Source: an optimization exercise on an open RTL-to-GDS flow (aim: small area, a short achievable clock period and few clock cycles). Production flows keep margins and buffers that such runs may drop.
Function was checked by simulation only, so behaviour that the tests miss may differ from the original.

### design/flow/constraint.sdc
create_clock -name core_clock -period 8.5 [get_ports {aclk}]
set_input_delay 1.7000 -clock core_clock [delete_from_list [all_inputs] [get_ports {aclk}]]
set_output_delay 1.7000 -clock core_clock [all_outputs]
set_load 0.01 [all_outputs]
### design/flow/run.sh
#!/bin/bash
# synth_recipe.tcl (not shown) runs the flow's synth.tcl, then flattens the netlist and writes it again
# the make line also repeats each setting of config.mk as NAME=value (left out here)
make -C /OpenROAD-flow-scripts/flow DESIGN_CONFIG=/design/flow/config.mk WORK_HOME=/design/flow/orfs CLKGATE_MAP_FILE= SYNTH_SCRIPT=/design/flow/synth_recipe.tcl finish
### design/flow/design.v
package axis_cmult_pkg;
  function automatic integer prod_w(input integer in_width);
    prod_w = 2 * in_width;
  endfunction
  function automatic integer sum_w(input integer in_width);
    sum_w = 2 * in_width + 1;
  endfunction
  function automatic logic signed [63:0] round_const(input integer shift, input integer round);
    round_const = (round != 0 && shift > 0) ? (64'sd1 <<< (shift - 1)) : 64'sd0;
  endfunction
  function automatic logic signed [63:0] sat_max(input integer out_width);
    sat_max = (64'sd1 <<< (out_width - 1)) - 64'sd1;
  endfunction
  function automatic logic signed [63:0] sat_min(input integer out_width);
    sat_min = -(64'sd1 <<< (out_width - 1));
  endfunction
endpackage
module cmult_round_sat
#(
  parameter int SUM_W     = 33,
  parameter int OUT_WIDTH = 16,
  parameter int SHIFT     = 15,
  parameter int ROUND     = 1
) (
  input  logic signed [SUM_W-1:0]     sum,
  output logic        [OUT_WIDTH-1:0] dout,
  output logic                        ovf
);
  localparam int WIDE = SUM_W + OUT_WIDTH + 1;
  localparam logic signed [WIDE-1:0] RC   = WIDE'(axis_cmult_pkg::round_const(SHIFT, ROUND));
  localparam logic signed [WIDE-1:0] MAXV = WIDE'(axis_cmult_pkg::sat_max(OUT_WIDTH));
  localparam logic signed [WIDE-1:0] MINV = WIDE'(axis_cmult_pkg::sat_min(OUT_WIDTH));
  logic signed [WIDE-1:0] ext;
  logic signed [WIDE-1:0] shifted;
  always_comb begin
    ext     = WIDE'(sum) + RC;
    shifted = ext >>> SHIFT;
    dout    = shifted[OUT_WIDTH-1:0];
    ovf     = 1'b0;
    if (shifted > MAXV) begin
      dout = MAXV[OUT_WIDTH-1:0];
      ovf  = 1'b1;
    end else if (shifted < MINV) begin
      dout = MINV[OUT_WIDTH-1:0];
      ovf  = 1'b1;
    end
  end
endmodule
module axis_cmult
#(
  parameter int IN_WIDTH  = 16,
  parameter int OUT_WIDTH = 16,
  parameter int SHIFT     = 15,
  parameter int ROUND     = 1
) (
  input  logic                     aclk,
  input  logic                     areset,
  input  logic [2*IN_WIDTH-1:0]    s_axis_a_tdata,
  input  logic                     s_axis_a_tvalid,
  output logic                     s_axis_a_tready,
  input  logic                     s_axis_a_tlast,
  input  logic [2*IN_WIDTH-1:0]    s_axis_b_tdata,
  input  logic                     s_axis_b_tvalid,
  output logic                     s_axis_b_tready,
  input  logic                     conj_b,
  output logic [2*OUT_WIDTH-1:0]   m_axis_tdata,
  output logic                     m_axis_tvalid,
  input  logic                     m_axis_tready,
  output logic                     m_axis_tlast,
  output logic                     ovf_sticky,
  input  logic                     ovf_clr
);
  localparam int PROD_W = axis_cmult_pkg::prod_w(IN_WIDTH);
  localparam int SUM_W  = axis_cmult_pkg::sum_w(IN_WIDTH);
  logic v1, v2, v3;
  logic adv1, adv2, accept, take;
  assign adv2   = !v3 || m_axis_tready;
  assign adv1   = !v2 || adv2;
  assign accept = !v1 || adv1;
  assign s_axis_a_tready = !areset && s_axis_b_tvalid && accept;
  assign s_axis_b_tready = !areset && s_axis_a_tvalid && accept;
  assign take            = s_axis_a_tvalid && s_axis_b_tvalid && accept;
  logic signed [IN_WIDTH-1:0] ar, ai, br, bi;
  assign ar = s_axis_a_tdata[IN_WIDTH-1:0];
  assign ai = s_axis_a_tdata[2*IN_WIDTH-1:IN_WIDTH];
  assign br = s_axis_b_tdata[IN_WIDTH-1:0];
  assign bi = s_axis_b_tdata[2*IN_WIDTH-1:IN_WIDTH];
  (* use_dsp = "yes" *) logic signed [PROD_W-1:0] p_rr;
  (* use_dsp = "yes" *) logic signed [PROD_W-1:0] p_ii;
  (* use_dsp = "yes" *) logic signed [PROD_W-1:0] p_ri;
  (* use_dsp = "yes" *) logic signed [PROD_W-1:0] p_ir;
  logic c1, l1;
  always_ff @(posedge aclk or posedge areset) begin
    if (areset) begin
      v1   <= 1'b0;
      c1   <= 1'b0;
      l1   <= 1'b0;
      p_rr <= '0;
      p_ii <= '0;
      p_ri <= '0;
      p_ir <= '0;
    end else if (accept) begin
      v1   <= take;
      c1   <= conj_b;
      l1   <= s_axis_a_tlast;
      p_rr <= PROD_W'(ar) * PROD_W'(br);
      p_ii <= PROD_W'(ai) * PROD_W'(bi);
      p_ri <= PROD_W'(ar) * PROD_W'(bi);
      p_ir <= PROD_W'(ai) * PROD_W'(br);
    end
  end
  logic signed [SUM_W-1:0] re2, im2;
  logic l2;
  always_ff @(posedge aclk or posedge areset) begin
    if (areset) begin
      v2  <= 1'b0;
      l2  <= 1'b0;
      re2 <= '0;
      im2 <= '0;
    end else if (adv1) begin
      v2 <= v1;
      l2 <= l1;
      if (c1) begin
        re2 <= SUM_W'(p_rr) + SUM_W'(p_ii);
        im2 <= SUM_W'(p_ir) - SUM_W'(p_ri);
      end else begin
        re2 <= SUM_W'(p_rr) - SUM_W'(p_ii);
        im2 <= SUM_W'(p_ri) + SUM_W'(p_ir);
      end
    end
  end
  logic [OUT_WIDTH-1:0] re_q, im_q;
  logic ovf_re, ovf_im;
  cmult_round_sat #(
    .SUM_W(SUM_W), .OUT_WIDTH(OUT_WIDTH), .SHIFT(SHIFT), .ROUND(ROUND)
  ) u_rs_re (
    .sum(re2), .dout(re_q), .ovf(ovf_re)
  );
  cmult_round_sat #(
    .SUM_W(SUM_W), .OUT_WIDTH(OUT_WIDTH), .SHIFT(SHIFT), .ROUND(ROUND)
  ) u_rs_im (
    .sum(im2), .dout(im_q), .ovf(ovf_im)
  );
  logic [2*OUT_WIDTH-1:0] d3;
  logic l3, ovf_q;
  always_ff @(posedge aclk or posedge areset) begin
    if (areset) begin
      v3 <= 1'b0;
      l3 <= 1'b0;
      d3 <= '0;
    end else if (adv2) begin
      v3 <= v2;
      l3 <= l2;
      d3 <= {im_q, re_q};
    end
  end
  always_ff @(posedge aclk or posedge areset) begin
    if (areset) begin
      ovf_q <= 1'b0;
    end else if (adv2 && v2 && (ovf_re || ovf_im)) begin
      ovf_q <= 1'b1;
    end else if (ovf_clr) begin
      ovf_q <= 1'b0;
    end
  end
  assign m_axis_tdata  = d3;
  assign m_axis_tvalid = v3;
  assign m_axis_tlast  = l3;
  assign ovf_sticky    = ovf_q;
endmodule
### design/flow/config.mk
export PLATFORM = sky130hd
export DESIGN_NAME = axis_cmult
export DESIGN_NICKNAME = axis_cmult
export VERILOG_FILES = /design/flow/design.v
export SDC_FILE = /design/flow/constraint.sdc
export NUM_CORES = 4
export LEC_CHECK = 0
export CAP_MARGIN = 20
export CORE_MARGIN = 2
export CORE_UTILIZATION = 40
export SLEW_MARGIN = 20
==> notes.md <==
[state kept, by name (all words and copies together), names as in the netlist, 19 cells and up]
| name | cells |
|---|---|
| p_ir | 32 |
| p_ii | 32 |
| p_rr | 32 |
| d3 | 32 |
| re2 | 19 |
| im2 | 19 |
| p_ri | 32 |
[kinds of logic (layout without fill, tap and decap cells)]
family,after synthesis,count (layout)
simple gates,1702,1702
mux,2,2
buf+inv,1454,1526
xor+xnor,238,238
compound gates,630,630
flops,206,206
other cells,0,1
fa+ha+maj,1442,1442
[layout by cell type, fill, tap and decap left out, types with 6 or more instances in the layout]
master,netlist,layout
nor2b_1,13,13
and2_1,512,512
dfrtp_1,206,205
a21oi_1,218,218
o21bai_1,18,18
and4_1,6,6
nor3b_1,9,9
or3_1,23,23
nand3b_1,10,10
clkbuf_16,0,25
xnor2_1,158,158
o211ai_1,24,24
nand3_1,58,58
o21ai_1,72,72
nor4_1,7,7
o21a_1,38,38
clkdlybuf4s50_1,0,108
inv_1,1200,1199
o21ai_0,62,62
clkbuf_8,0,7
or4_1,9,9
xor2_1,80,80
a211oi_1,14,14
nand2b_1,40,39
nand2_1,688,687
buf_4,0,123
a31oi_1,35,35
nor2_1,219,218
fa_1,1048,1048
a21o_1,70,70
nand4_1,14,14
and3_1,23,22
buf_12,0,52
ha_1,394,394
o31ai_1,22,22
nor3_1,51,51
[how the worst max path moves through the flow]
stage / cells past startpoint / slack [ns] / end
2_1_floorplan: 2 / 0.15 / s_axis_a_tready
3_3_place_gp: 25 / 0.10 / p_ii[25]
3_5_place_dp: 25 / 0.04 / p_ii[25]
4_1_cts: 25 / 0.63 / p_ii[25]
5_1_grt: 25 / 0.23 / p_ii[25]
6_report: 25 / 0.54 / p_ii[25]
[per-layer routing]
layer,routed length [um],part of all wire
met5,48,0.00035
met4,3062,0.022
met3,8952,0.065
met2,64450,0.47
met1,61270,0.44
[stage by stage]
stage	cell area, sq um	worst slack [ns]
after global placement	55080	0.1013
final	55880	0.5362
after floorplan	50890	0.1505
after CTS	55880	0.6346
after detailed placement	55080	0.03839
after global routing	55880	0.2301
[layout make-up]
| type | instances | share of cell area |
|---|---|---|
| diodes | 1 | 0.00004478 |
| clock inverters | 5 | 0.001075 |
| inverters | 1201 | 0.08080 |
| clock buffers | 37 | 0.01325 |
| repair buffers | 283 | 0.05450 |
| well taps | 1650 | 0.03694 |
| flip-flops and latches | 206 | 0.09227 |
| multi-input cells | 4014 | 0.7211 |
[tightest hold or removal path, stage by stage (launching register included)]
cell and delay (ns):
dfrtp_1 0.34, nand2_1 0.05, nand2_1 0.05
==> impl_metrics.py <==
metrics = {
    "status": {
        "status": "finished clean",
    },
    "critical_path": {
        "r2r-start": "p_ii[2]",
        "worstSetupPathType": "in2reg",
        "number_of_buffer_and_inverter_instances_along_the_worst_setup_path": 7,
        "worst-endpoint-arrival_ns": 8.39,
        "crit_start": "s_axis_b_tdata[21]",
        "critical_path.most_common_cell": "fa_1",
        "count_of_cells_along_the_worst_register_to_register_path": 18,
        "crit_path_end_kind": "register",
        "setup_slack_on_the_worst_flop_to_flop_path_ns": 3.41,
        "critical_path.top_delay_family": "adder cells",
        "cp_max_fo": 18,
        "crit_path_max_cell_delay_ns": 0.53,
        "critical_path.slowest_cell": "fa_1",
        "critical_path.startpoint_type": "input pin",
        "r2r-end": "re2[30]",
        "cp_required_ns": 8.93,
    },
    "clocking": {
        "worst_setup_hold_path_clk_slew_ns": 0.06,
        "postCtsSetupRepairBufs": 0,
        "cts_buffers": 25,
        "clock_path_buffers": 3,
        "cts-root-buf": "clkbuf_16",
        "tritoncts": "built",
        "cts.hold.buffers_added": 0,
        "insertion_delay_ns": 0.57,
        "cts_sinks": 206,
        "postCtsResizedCells": 0,
        "htree_levels": 1,
    },
    "synthesis": {
        "synth.distinct_cells": 75,
        "ys_seq_elements": 206,
        "synth_sequential_area_ratio": 0.1013,
        "mappedNetlistNets": 7188,
        "main_combinational_cell_family_by_area_after_synthesis": "adder cells",
        "synth_area_per_cell_sq_um": 8.969,
        "synth-simple-area-share": 0.1639,
        "synthFlopType": "dfrtp_1",
        "synth_enable_flop_cells": 0,
        "syn-instance-count": 5674,
        "proportion_of_synthesized_area_in_mux_cells": 0.0004180,
        "synth_xor_xnor_area_share": 0.04096,
        "synthAdderAreaFrac": 0.5091,
        "yosysMostFrequentCell": "inv_1",
        "post-synth-top-area-fraction": 0.4123,
        "synthesis.area_sq_um": 50890,
        "synth.largest_area_cell": "fa_1",
        "synthArstFlopShare": 1.000,
        "synth_top_cells_by_area": "fa_1 41%, dfrtp_1 10%, ha_1 9.7%",
        "synth_compound_area_frac": 0.07700,
        "synthTopCellsByCount": "1200 x inv_1, 1048 x fa_1, 688 x nand2_1",
        "synth_warnings": 2,
    },
    "cells_and_area": {
        "post-route-util": 0.4439,
        "fin_nets": 7245,
        "n_fill_cell": 12340,
        "area_of_combinational_cells_with_multiple_inputs_sq_um": 40300,
        "fin_cells": 7397,
        "final-seq-area_sq_um": 5156,
        "drive_gt1_frac": 0.03985,
        "area.growth.synth_to_final_pct": 9.812,
    },
    "die": {
        "top_level_ports": 109,
        "core_sq_um": 125900,
        "die-height_um": 360.7,
        "dieArea_sq_um": 130100,
        "start_util": 0.4042,
        "die_w_um": 360.7,
        "num_rows": 130,
    },
    "sta": {
        "fmaxAchievable_ghz": 0.1256,
        "finalCritPeriodShare": 0.9369,
        "rsz_0062_raised_after_global_routing": "no",
        "relSlewSlack": 0.3387,
        "final_hold_violating_endpoints": 0,
        "finalMaxSlewViolations": 0,
        "setup-violations-final": 0,
        "fin_worst_skew_ns": 0.04459,
        "setup_tns_ns": 0,
        "timing.final.crit_period_ns": 7.964,
        "tightestPinTransition_ns": 0.9853,
        "timing.hold.ws_ns": 0.4342,
    },
    "hold_path": {
        "worst_min_path_start": "l1",
        "worst_hold_path.num_cells": 2,
        "worstHoldEndpoint": "l2",
        "hp-class": "reg2reg",
    },
    "grt": {
        "global_route.usage.total": 0.2166,
        "first_pass_grt_wire_length_mm": 221.6,
        "globalRouteMet2Util": 0.3528,
        "grt-ovfl-total": 0,
        "first_global_vias": 39290,
        "grt_use_met3": 0.03169,
        "grt-busiest-layer": "met2",
        "groute.layer.met1.usage": 0.3063,
        "largest_net_degree_at_the_start_of_global_routing": 103,
        "antenna_found_initial": 5,
    },
    "place": {
        "port_buffers": 108,
        "dp.cells": 7354,
        "gp_congestion": 0.9147,
        "place_hpwl_mm": 112.5,
    },
    "drt": {
        "firstDrtPassIters": 8,
        "remaining_drc_errors": 0,
        "routed_wirelength_mm": 137.8,
        "dr_total_vias": 37780,
        "drt-wirelength-per-cell_um": 18.63,
        "detail_route.vias_per_cell": 5.107,
        "drc_violation_total_after_the_first_tritonroute_iteration": 2600,
        "antenna_violating_nets_post_route": 0,
    },
    "job": {
        "max-cap-violations": 0,
    },
}
Testbench counts, summed over its fixed seeds: cycles 24,024.

## what the ideal ports hide
No port has a modelled driver above. Below, the same layout with a new extraction and two added sets of constraints.
Step 1 sets driving cells, clkbuf_16 on the clock port and buf_2 on the other inputs (assumed; they add their load-dependent delay and slew).
Step 2 moves the port delays by t, midway between the first and last clock arrival at a register: inputs arrive t later, outputs are due t later. That takes back most of the time a late clock gives input paths.
Three values: ideal ports, drivers, drivers and shift; two values: the first two.
t (ns): 0.613
slack for setup (ns): 0.536 / 0.580 / -0.032
clock arrival spread, ns: 0.047 / 0.047
worst register clock-pin slew, ns: 0.06 / 0.06
With both steps, setup timing fails in this run, where it was met with ideal ports. For this run, drivers alone change the setup slack by +0.044 ns; drivers and shift together by -0.568 ns.
